What follows belongs to an exercise in optimizing a design on an open flow for small area, a short achievable clock period and few clock cycles per item; a production flow would make more cautious choices.
At most, simulation tests tie the RTL to the original design; equivalence was not proved.

## v6
==> module nn_mac_array, before the edit <==
module nn_mac_array #(
    parameter int LANES  = 4,
    parameter int DWIDTH = 16,
    parameter int FRAC   = 8,
    parameter int AWIDTH = 40,
    parameter int CWIDTH = 16
) (
    input  logic                    clk,
    input  logic                    rst_n,
    input  logic                    s_valid,
    output logic                    s_ready,
    input  logic                    s_last,
    input  logic [DWIDTH-1:0]       s_x,
    input  logic [LANES*DWIDTH-1:0] s_w,
    input  logic [LANES*DWIDTH-1:0] s_bias,
    input  logic                    relu_en,
    output logic                    m_valid,
    input  logic                    m_ready,
    output logic [LANES*DWIDTH-1:0] m_data,
    output logic [LANES-1:0]        m_ovf,
    output logic [CWIDTH-1:0]       m_count,
    output logic                    busy
);
    localparam logic [AWIDTH-1:0] M0 = 40'h7fffffff;
    localparam logic [AWIDTH-1:0] M1 = 40'h7ffffffd;
    localparam logic [AWIDTH-1:0] K0 = 40'hff80000000;
    localparam logic [AWIDTH-1:0] K1 = 40'h0;
    localparam logic [AWIDTH-1:0] RND = AWIDTH'(1) << (FRAC-1);
    logic s_hs;
    assign s_hs = s_valid & s_ready;
    assign busy = ~s_ready;
    logic [7:0]              enc_one, enc_two, enc_neg;
    logic [7:0]              x_one, x_two, x_neg;
    logic [7:0]              x_one_n, x_two_n, x_neg_n;
    logic [LANES*DWIDTH-1:0] w0;
    logic [DWIDTH-1:0]       b0 [LANES];
    logic                    bc0 [LANES];
    logic                    v0, l0, lv0, relu0;
    always_comb begin
        for (int j = 0; j < 8; j++) begin
            logic lo, mid, hi;
            lo  = (j == 0) ? 1'b0 : s_x[2*j-1];
            mid = s_x[2*j];
            hi  = s_x[2*j+1];
            enc_one[j] = s_hs & (mid ^ lo);
            enc_two[j] = s_hs & ((hi & ~mid & ~lo) | (~hi & mid & lo));
            enc_neg[j] = s_hs & hi;
        end
    end
    always_ff @(posedge clk) begin
        x_one   <= enc_one;
        x_two   <= enc_two;
        x_neg   <= enc_neg;
        x_one_n <= ~enc_one;
        x_two_n <= ~enc_two;
        x_neg_n <= ~enc_neg;
        w0      <= s_w;
        for (int i = 0; i < LANES; i++) begin
            logic [5:0] mid;
            mid    = {1'b0, s_bias[i*DWIDTH+6 +: 5]} + {5'b0, s_x[DWIDTH-1]};
            b0[i]  <= {s_bias[i*DWIDTH+11 +: 5], mid[4:0], s_bias[i*DWIDTH +: 6]};
            bc0[i] <= mid[5];
        end
        l0    <= s_last;
        lv0   <= s_hs & s_last;
        relu0 <= relu_en;
    end
    logic                v1, l1, relu1;
    logic [AWIDTH-1:0]   t0_q [LANES];
    logic [AWIDTH-1:0]   t1_q [LANES];
    for (genvar i = 0; i < LANES; i++) begin : g_tree
        logic [AWIDTH-1:0] t0, t1;
        nn_mac_lane_tree u_tree (
            .one (i[0] ? ~x_one_n : x_one),
            .two (i[0] ? ~x_two_n : x_two),
            .neg (i[0] ? ~x_neg_n : x_neg),
            .w   (w0[i*DWIDTH +: DWIDTH]),
            .b   (lv0 ? b0[i] : (DWIDTH'(x_neg[7]) << (14 - FRAC))),
            .bc  (lv0 & bc0[i]),
            .r0  (t0),
            .r1  (t1)
        );
        always_ff @(posedge clk) begin
            t0_q[i] <= t0;
            t1_q[i] <= t1;
        end
    end
    always_ff @(posedge clk) begin
        l1    <= l0;
        relu1 <= relu0;
    end
    logic                a_fin, a_init, a_relu;
    logic [CWIDTH-1:0]   a_cnt;
    logic [AWIDTH-1:0]   acc_q [LANES];
    logic                fin, out_free, done, relu_f;
    logic [CWIDTH-1:0]   cnt_f;
    logic [AWIDTH-1:0]   sum [LANES];
    logic [LANES-1:0]    all0, all1;
    assign fin      = (v1 & l1) | a_fin;         
    assign out_free = ~m_valid;
    assign done     = fin & out_free;             
    assign relu_f   = v1 ? relu1 : a_relu;
    assign cnt_f    = v1 ? (a_cnt + {{(CWIDTH-1){1'b0}}, ~&a_cnt}) : a_cnt;
    logic [AWIDTH-1:0] add_a [LANES];
    logic [AWIDTH-1:0] add_b [LANES];
    logic [AWIDTH-1:0] add_s [LANES];
    for (genvar i = 0; i < LANES; i++) begin : g_add
        logic [AWIDTH-1:0] y0, y1;
        assign y0       = (t0_q[i] & M0) | K0;
        assign y1       = (t1_q[i] & M1) | K1;
        assign add_a[i] = acc_q[i] ^ y0 ^ y1;
        assign add_b[i] = ((acc_q[i] & y0) | (acc_q[i] & y1) | (y0 & y1)) << 1;
        nn_mac_add u_add (.a(add_a[i]), .b(add_b[i]), .s(add_s[i]));
    end
    always_comb begin
        for (int i = 0; i < LANES; i++) begin
            logic [AWIDTH-1:0] p, q;
            p      = add_a[i];
            q      = add_b[i];
            sum[i] = add_s[i];
            begin
                logic ok0, ok1;
                ok0 = 1'b1;
                ok1 = 1'b1;
                for (int k = FRAC+DWIDTH; k < AWIDTH; k++) begin
                    ok0 &= ~((p[k] ^ q[k]) ^ (p[k-1] | q[k-1]));
                    ok1 &=  ((p[k] ^ q[k]) ^ (p[k-1] & q[k-1]));
                end
                all0[i] = ok0 & ~sum[i][FRAC+DWIDTH-1];
                all1[i] = ok1 &  sum[i][FRAC+DWIDTH-1];
            end
        end
    end
    always_ff @(posedge clk) begin
        a_relu <= relu_f;
        a_cnt  <= (done | a_init) ? '0 : cnt_f;
        for (int i = 0; i < LANES; i++)
            acc_q[i] <= (done | a_init) ? RND : sum[i];
    end
    always_ff @(posedge clk) begin
        if (done) begin
            m_count <= cnt_f;
            for (int i = 0; i < LANES; i++) begin
                logic ovf, neg;
                logic [DWIDTH-1:0] r;
                ovf = ~(all0[i] | all1[i]);
                neg = sum[i][AWIDTH-1];
                r   = ovf ? {neg, {(DWIDTH-1){~neg}}} : sum[i][FRAC +: DWIDTH];
                if (relu_f && r[DWIDTH-1]) r = '0;
                m_data[i*DWIDTH +: DWIDTH] <= r;
                m_ovf[i] <= ovf;
            end
        end
    end
    logic       a_fin_d, m_valid_d;
    logic [2:0] closed_d;
    assign a_fin_d   = fin & ~out_free;
    assign m_valid_d = done | (m_valid & ~m_ready);
    assign closed_d  = {2'b0, s_hs & s_last} + {2'b0, v0 & l0} + {2'b0, a_fin_d} + {2'b0, m_valid_d};
    always_ff @(posedge clk or negedge rst_n) begin
        if (!rst_n) begin
            s_ready <= 1'b0;
            v0      <= 1'b0;
            v1      <= 1'b0;
            a_fin   <= 1'b0;
            a_init  <= 1'b1;
            m_valid <= 1'b0;
        end else begin
            s_ready <= (closed_d <= 3'd1);
            v0      <= s_hs;
            v1      <= v0;
            a_fin   <= a_fin_d;
            a_init  <= 1'b0;
            m_valid <= m_valid_d;
        end
    end
endmodule
Settings: LEC_CHECK=0, CAP_MARGIN=20, CORE_MARGIN=2, CORE_UTILIZATION=40, SETUP_SLACK_MARGIN=4.2, SLEW_MARGIN=20; clock period 8.0 ns.
run.sh (not shown) runs the stock make flow with config.mk's settings and CLKGATE_MAP_FILE= SYNTH_SCRIPT=/design/flow/synth_recipe.tcl, a recipe that flattens the netlist after the stock synthesis.
The inputs of v7 differ from those of v6 as listed below.
--- a/flow/design.v
+++ b/flow/design.v
@@ -34,9 +34,9 @@
     logic [7:0]              x_one_n, x_two_n, x_neg_n;
     logic [LANES*DWIDTH-1:0] w0;
     logic [DWIDTH-1:0]       b0 [LANES];
     logic                    bc0 [LANES];
-    logic                    v0, l0, lv0, relu0;
+    logic                    v0, l0, relu0;
     always_comb begin
         for (int j = 0; j < 8; j++) begin
             logic lo, mid, hi;
             lo  = (j == 0) ? 1'b0 : s_x[2*j-1];
@@ -55,15 +55,16 @@
         x_two_n <= ~enc_two;
         x_neg_n <= ~enc_neg;
         w0      <= s_w;
         for (int i = 0; i < LANES; i++) begin
-            logic [5:0] mid;
-            mid    = {1'b0, s_bias[i*DWIDTH+6 +: 5]} + {5'b0, s_x[DWIDTH-1]};
-            b0[i]  <= {s_bias[i*DWIDTH+11 +: 5], mid[4:0], s_bias[i*DWIDTH +: 6]};
+            logic [DWIDTH-1:0] bg;
+            logic [5:0]        mid;
+            bg     = (s_hs & s_last) ? s_bias[i*DWIDTH +: DWIDTH] : '0;
+            mid    = {1'b0, bg[10:6]} + {5'b0, enc_neg[7]};
+            b0[i]  <= {bg[15:11], mid[4:0], bg[5:0]};
             bc0[i] <= mid[5];
         end
         l0    <= s_last;
-        lv0   <= s_hs & s_last;
         relu0 <= relu_en;
     end
     logic                v1, l1, relu1;
     logic [AWIDTH-1:0]   t0_q [LANES];
@@ -74,10 +75,10 @@
             .one (i[0] ? ~x_one_n : x_one),
             .two (i[0] ? ~x_two_n : x_two),
             .neg (i[0] ? ~x_neg_n : x_neg),
             .w   (w0[i*DWIDTH +: DWIDTH]),
-            .b   (lv0 ? b0[i] : (DWIDTH'(x_neg[7]) << (14 - FRAC))),
-            .bc  (lv0 & bc0[i]),
+            .b   (b0[i]),
+            .bc  (bc0[i]),
             .r0  (t0),
             .r1  (t1)
         );
         always_ff @(posedge clk) begin
Findings:
- From v6 to v7 the numbers moved as follows: count of non-CTS buffers in the layout saw a decrease.
- Diff v7 and v6: worst-skew pair later-pin latency higher in v6
- The layout cell share with drive strength beyond 1 number comes out higher for v6 vs v7.
- v6 ended up with g_add[2].y0[20]$_DFF_P_ as its capture point of the worst path; v7 ended up with g_add[2].y0[21]$_DFF_P_.
- When v7 is set beside v6, its achievable clock frequency turns out to be 0.38% smaller.
- [compare] base=v6 new=v7: area used by sequential logic in the layout dropped about 0.34%; post-place setup slack saw an increase; detailed-route wire length -about 3.2%.
- v7 vs. v6: routed wire length on met3 has decreased; count of instances resized after the clock tree is built rose by 120%.
Testbench counts of v7, summed over its fixed seeds: cycles 13,941, items 1,600.
For v6, only the layout was checked, not whether the RTL still works.

RTL: one of the versions met above, not the one the previous note started from.
For scale: ~4800 cells after synthesis, about 240 I/O pins, ~0.049 mm^2 of cells after synthesis.
// nn_mac_array
module nn_mac_array #(
    parameter int LANES  = 4,
    parameter int DWIDTH = 16,
    parameter int FRAC   = 8,
    parameter int AWIDTH = 40,
    parameter int CWIDTH = 16
) (
    input  logic                    clk,
    input  logic                    rst_n,
    input  logic                    s_valid,
    output logic                    s_ready,
    input  logic                    s_last,
    input  logic [DWIDTH-1:0]       s_x,
    input  logic [LANES*DWIDTH-1:0] s_w,
    input  logic [LANES*DWIDTH-1:0] s_bias,
    input  logic                    relu_en,
    output logic                    m_valid,
    input  logic                    m_ready,
    output logic [LANES*DWIDTH-1:0] m_data,
    output logic [LANES-1:0]        m_ovf,
    output logic [CWIDTH-1:0]       m_count,
    output logic                    busy
);
    localparam logic [AWIDTH-1:0] M0 = 40'h7fffffff;
    localparam logic [AWIDTH-1:0] M1 = 40'h7ffffffd;
    localparam logic [AWIDTH-1:0] K0 = 40'hff80000000;
    localparam logic [AWIDTH-1:0] K1 = 40'h0;
    localparam logic [AWIDTH-1:0] RND = AWIDTH'(1) << (FRAC-1);
    logic s_hs;
    assign s_hs = s_valid & s_ready;
    assign busy = ~s_ready;
    logic [7:0]              enc_one, enc_two, enc_neg;
    logic [7:0]              x_one, x_two, x_neg;
    logic [7:0]              x_one_n, x_two_n, x_neg_n;
    logic [LANES*DWIDTH-1:0] w0;
    logic [DWIDTH-1:0]       b0 [LANES];
    logic                    bc0 [LANES];
    logic                    v0, l0, relu0;
    always_comb begin
        for (int j = 0; j < 8; j++) begin
            logic lo, mid, hi;
            lo  = (j == 0) ? 1'b0 : s_x[2*j-1];
            mid = s_x[2*j];
            hi  = s_x[2*j+1];
            enc_one[j] = s_hs & (mid ^ lo);
            enc_two[j] = s_hs & ((hi & ~mid & ~lo) | (~hi & mid & lo));
            enc_neg[j] = s_hs & hi;
        end
    end
    always_ff @(posedge clk) begin
        x_one   <= enc_one;
        x_two   <= enc_two;
        x_neg   <= enc_neg;
        x_one_n <= ~enc_one;
        x_two_n <= ~enc_two;
        x_neg_n <= ~enc_neg;
  ...
==> module nn_mac_array, before the edit <==
module nn_mac_array #(
    parameter int LANES  = 4,
    parameter int DWIDTH = 16,
    parameter int FRAC   = 8,
    parameter int AWIDTH = 40,
    parameter int CWIDTH = 16
) (
    input  logic                    clk,
    input  logic                    rst_n,
    input  logic                    s_valid,
    output logic                    s_ready,
    input  logic                    s_last,
    input  logic [DWIDTH-1:0]       s_x,
    input  logic [LANES*DWIDTH-1:0] s_w,
    input  logic [LANES*DWIDTH-1:0] s_bias,
    input  logic                    relu_en,
    output logic                    m_valid,
    input  logic                    m_ready,
    output logic [LANES*DWIDTH-1:0] m_data,
    output logic [LANES-1:0]        m_ovf,
    output logic [CWIDTH-1:0]       m_count,
    output logic                    busy
);
    localparam logic [AWIDTH-1:0] M0 = 40'h7fffffff;
    localparam logic [AWIDTH-1:0] M1 = 40'h7ffffffd;
    localparam logic [AWIDTH-1:0] K0 = 40'hff80000000;
    localparam logic [AWIDTH-1:0] K1 = 40'h0;
    localparam logic [AWIDTH-1:0] RND = AWIDTH'(1) << (FRAC-1);
    logic s_hs;
    assign s_hs = s_valid & s_ready;
    assign busy = ~s_ready;
    logic [7:0]              enc_one, enc_two, enc_neg;
    logic [7:0]              x_one, x_two, x_neg;
    logic [7:0]              x_one_n, x_two_n, x_neg_n;
    logic [LANES*DWIDTH-1:0] w0;
    logic [DWIDTH-1:0]       b0 [LANES];
    logic                    bc0 [LANES];
    logic                    v0, l0, relu0;
    always_comb begin
        for (int j = 0; j < 8; j++) begin
            logic lo, mid, hi;
            lo  = (j == 0) ? 1'b0 : s_x[2*j-1];
            mid = s_x[2*j];
            hi  = s_x[2*j+1];
            enc_one[j] = s_hs & (mid ^ lo);
            enc_two[j] = s_hs & ((hi & ~mid & ~lo) | (~hi & mid & lo));
            enc_neg[j] = s_hs & hi;
        end
    end
    always_ff @(posedge clk) begin
        x_one   <= enc_one;
        x_two   <= enc_two;
        x_neg   <= enc_neg;
        x_one_n <= ~enc_one;
        x_two_n <= ~enc_two;
        x_neg_n <= ~enc_neg;
        w0      <= s_w;
        for (int i = 0; i < LANES; i++) begin
            logic [DWIDTH-1:0] bg;
            logic [5:0]        mid;
            bg     = (s_hs & s_last) ? s_bias[i*DWIDTH +: DWIDTH] : '0;
            mid    = {1'b0, bg[10:6]} + {5'b0, enc_neg[7]};
            b0[i]  <= {bg[15:11], mid[4:0], bg[5:0]};
            bc0[i] <= mid[5];
        end
        l0    <= s_last;
        relu0 <= relu_en;
    end
    logic                v1, l1, relu1;
    logic [AWIDTH-1:0]   t0_q [LANES];
    logic [AWIDTH-1:0]   t1_q [LANES];
    for (genvar i = 0; i < LANES; i++) begin : g_tree
        logic [AWIDTH-1:0] t0, t1;
        nn_mac_lane_tree u_tree (
            .one (i[0] ? ~x_one_n : x_one),
            .two (i[0] ? ~x_two_n : x_two),
            .neg (i[0] ? ~x_neg_n : x_neg),
            .w   (w0[i*DWIDTH +: DWIDTH]),
            .b   (b0[i]),
            .bc  (bc0[i]),
            .r0  (t0),
            .r1  (t1)
        );
        always_ff @(posedge clk) begin
            t0_q[i] <= t0;
            t1_q[i] <= t1;
        end
    end
    always_ff @(posedge clk) begin
        l1    <= l0;
        relu1 <= relu0;
    end
    logic                a_fin, a_init, a_relu;
    logic [CWIDTH-1:0]   a_cnt;
    logic [AWIDTH-1:0]   acc_q [LANES];
    logic                fin, out_free, done, relu_f;
    logic [CWIDTH-1:0]   cnt_f;
    logic [AWIDTH-1:0]   sum [LANES];
    logic [LANES-1:0]    all0, all1;
    assign fin      = (v1 & l1) | a_fin;         
    assign out_free = ~m_valid;
    assign done     = fin & out_free;             
    assign relu_f   = v1 ? relu1 : a_relu;
    assign cnt_f    = v1 ? (a_cnt + {{(CWIDTH-1){1'b0}}, ~&a_cnt}) : a_cnt;
    logic [AWIDTH-1:0] add_a [LANES];
    logic [AWIDTH-1:0] add_b [LANES];
    logic [AWIDTH-1:0] add_s [LANES];
    for (genvar i = 0; i < LANES; i++) begin : g_add
        logic [AWIDTH-1:0] y0, y1;
        assign y0       = (t0_q[i] & M0) | K0;
        assign y1       = (t1_q[i] & M1) | K1;
        assign add_a[i] = acc_q[i] ^ y0 ^ y1;
        assign add_b[i] = ((acc_q[i] & y0) | (acc_q[i] & y1) | (y0 & y1)) << 1;
        nn_mac_add u_add (.a(add_a[i]), .b(add_b[i]), .s(add_s[i]));
    end
    always_comb begin
        for (int i = 0; i < LANES; i++) begin
            logic [AWIDTH-1:0] p, q;
            p      = add_a[i];
            q      = add_b[i];
            sum[i] = add_s[i];
            begin
                logic ok0, ok1;
                ok0 = 1'b1;
                ok1 = 1'b1;
                for (int k = FRAC+DWIDTH; k < AWIDTH; k++) begin
                    ok0 &= ~((p[k] ^ q[k]) ^ (p[k-1] | q[k-1]));
                    ok1 &=  ((p[k] ^ q[k]) ^ (p[k-1] & q[k-1]));
                end
                all0[i] = ok0 & ~sum[i][FRAC+DWIDTH-1];
                all1[i] = ok1 &  sum[i][FRAC+DWIDTH-1];
            end
        end
    end
    always_ff @(posedge clk) begin
        a_relu <= relu_f;
        a_cnt  <= (done | a_init) ? '0 : cnt_f;
        for (int i = 0; i < LANES; i++)
            acc_q[i] <= (done | a_init) ? RND : sum[i];
    end
    always_ff @(posedge clk) begin
        if (done) begin
            m_count <= cnt_f;
            for (int i = 0; i < LANES; i++) begin
                logic ovf, neg;
                logic [DWIDTH-1:0] r;
                ovf = ~(all0[i] | all1[i]);
                neg = sum[i][AWIDTH-1];
                r   = ovf ? {neg, {(DWIDTH-1){~neg}}} : sum[i][FRAC +: DWIDTH];
                if (relu_f && r[DWIDTH-1]) r = '0;
                m_data[i*DWIDTH +: DWIDTH] <= r;
                m_ovf[i] <= ovf;
            end
        end
    end
    logic       a_fin_d, m_valid_d;
    logic [2:0] closed_d;
    assign a_fin_d   = fin & ~out_free;
    assign m_valid_d = done | (m_valid & ~m_ready);
    assign closed_d  = {2'b0, s_hs & s_last} + {2'b0, v0 & l0} + {2'b0, a_fin_d} + {2'b0, m_valid_d};
    always_ff @(posedge clk or negedge rst_n) begin
        if (!rst_n) begin
            s_ready <= 1'b0;
            v0      <= 1'b0;
            v1      <= 1'b0;
            a_fin   <= 1'b0;
            a_init  <= 1'b1;
            m_valid <= 1'b0;
        end else begin
            s_ready <= (closed_d <= 3'd1);
            v0      <= s_hs;
            v1      <= v0;
            a_fin   <= a_fin_d;
            a_init  <= 1'b0;
            m_valid <= m_valid_d;
        end
    end
endmodule
==> flow/config.mk <==
export PLATFORM = sky130hd
export DESIGN_NAME = nn_mac_array
export DESIGN_NICKNAME = nn_mac_array
export VERILOG_FILES = /design/flow/design.v
export SDC_FILE = /design/flow/constraint.sdc
export NUM_CORES = 4
export LEC_CHECK = 0
export CAP_MARGIN = 20
export CORE_MARGIN = 2
export CORE_UTILIZATION = 40
export CTS_BUF_LIST = sky130_fd_sc_hd__clkbuf_16
export CTS_CLUSTER_DIAMETER = 70
export CTS_CLUSTER_SIZE = 32
export SETUP_SLACK_MARGIN = 4.2
export SLEW_MARGIN = 20
==> flow/constraint.sdc <==
create_clock -name core_clock -period 8.0 [get_ports {clk}]
set_input_delay 1.6000 -clock core_clock [delete_from_list [all_inputs] [get_ports {clk}]]
set_output_delay 1.6000 -clock core_clock [all_outputs]
set_load 0.01 [all_outputs]
standard.sh (not shown) runs the stock make flow with config.mk's settings and CLKGATE_MAP_FILE= SYNTH_SCRIPT=/design/flow/synth_recipe.tcl, a recipe that flattens the netlist after the stock synthesis.
==> flow/flow/run.sh <==
#!/bin/bash
# The standard layout, with the port buffers taken from buf_1 instead of the
# cell buffer_ports picks by default (a larger, slower delay cell). Timing
# repair still resizes any of them that limit timing.
set -euo pipefail
export BUFFER_PORTS_ARGS="-buffer_cell sky130_fd_sc_hd__buf_1"
bash standard.sh > standard.log 2>&1
Testbench counts at the start, summed over its fixed seeds: cycles 13,941, items 1,600.
==> next run, changes <==
--- a/flow/design.v
+++ b/flow/design.v
@@ -94,10 +94,12 @@
     logic [CWIDTH-1:0]   a_cnt;
     logic [AWIDTH-1:0]   acc_q [LANES];
     logic                fin, out_free, done, relu_f;
     logic [CWIDTH-1:0]   cnt_f;
     logic [AWIDTH-1:0]   sum [LANES];
+    logic [DWIDTH-1:0]   o_sat [LANES];           
+    logic                o_relu;
     logic [LANES-1:0]    all0, all1;
     assign fin      = (v1 & l1) | a_fin;         
     assign out_free = ~m_valid;
     assign done     = fin & out_free;             
     assign relu_f   = v1 ? relu1 : a_relu;
@@ -139,22 +141,26 @@
             acc_q[i] <= (done | a_init) ? RND : sum[i];
     end
     always_ff @(posedge clk) begin
         if (done) begin
             m_count <= cnt_f;
+            o_relu  <= relu_f;
             for (int i = 0; i < LANES; i++) begin
                 logic ovf, neg;
                 logic [DWIDTH-1:0] r;
                 ovf = ~(all0[i] | all1[i]);
                 neg = sum[i][AWIDTH-1];
                 r   = ovf ? {neg, {(DWIDTH-1){~neg}}} : sum[i][FRAC +: DWIDTH];
-                if (relu_f && r[DWIDTH-1]) r = '0;
-                m_data[i*DWIDTH +: DWIDTH] <= r;
+                o_sat[i] <= r;
                 m_ovf[i] <= ovf;
             end
         end
     end
+    always_comb begin
+        for (int i = 0; i < LANES; i++)
+            m_data[i*DWIDTH +: DWIDTH] = (o_relu & o_sat[i][DWIDTH-1]) ? '0 : o_sat[i];
+    end
     logic       a_fin_d, m_valid_d;
     logic [2:0] closed_d;
     assign a_fin_d   = fin & ~out_free;
     assign m_valid_d = done | (m_valid & ~m_ready);
     assign closed_d  = {2'b0, s_hs & s_last} + {2'b0, v0 & l0} + {2'b0, a_fin_d} + {2'b0, m_valid_d};
Outcome: The new run completed without violations; global-route usage is higher by 0.13 points; via count is higher by about 3.8%; maximum frequency is higher by 0.89%; cell count is higher by about 3.4%; worst setup slack improved by 0.033 ns; die area is higher by 3.1%; first-iteration DRC count is higher by 5.9%; cell area is higher by about 1.8%.
Only the layout flow was run in the second run of this note; the RTL was not checked for function there.

[re-timing with driven ports]
The flow's constraints put no driver on any port. The routed layouts listed below were extracted and timed again, unchanged, in two steps. Step 1: set_driving_cell puts a clkbuf_16 on clk and a buf_2 on each other input, an assumption about the parent block. Step 2 adds t to the input delays and takes it off the output delays; t is the mean of the earliest and latest rising clock arrival at the registers after step 1. Input paths then give back, and output paths get back, about the clock's delay inside the block. a / b / c = ideal ports / drivers / drivers and shift; a / b = the first two.
| run | shift t [ns] | setup WS [ns] | worst slew at a driven data input, ns |
|---|---|---|---|
| v6 | 0.754 | 4.263 / 4.263 / 4.263 | 0.08 |
| v7 | 0.725 | 4.248 / 4.248 / 3.841 | 0.13 |
| the first run of note 2 | 0.751 | 4.257 / 4.257 / 4.175 | 0.11 |
| the second run of note 2 | 0.767 | 4.290 / 4.290 / 4.027 | 0.14 |
After both steps setup and hold are still met in every run listed. For v7, which loses most, drivers alone change the setup slack by 0.000 ns; drivers and shift together by -0.407 ns.
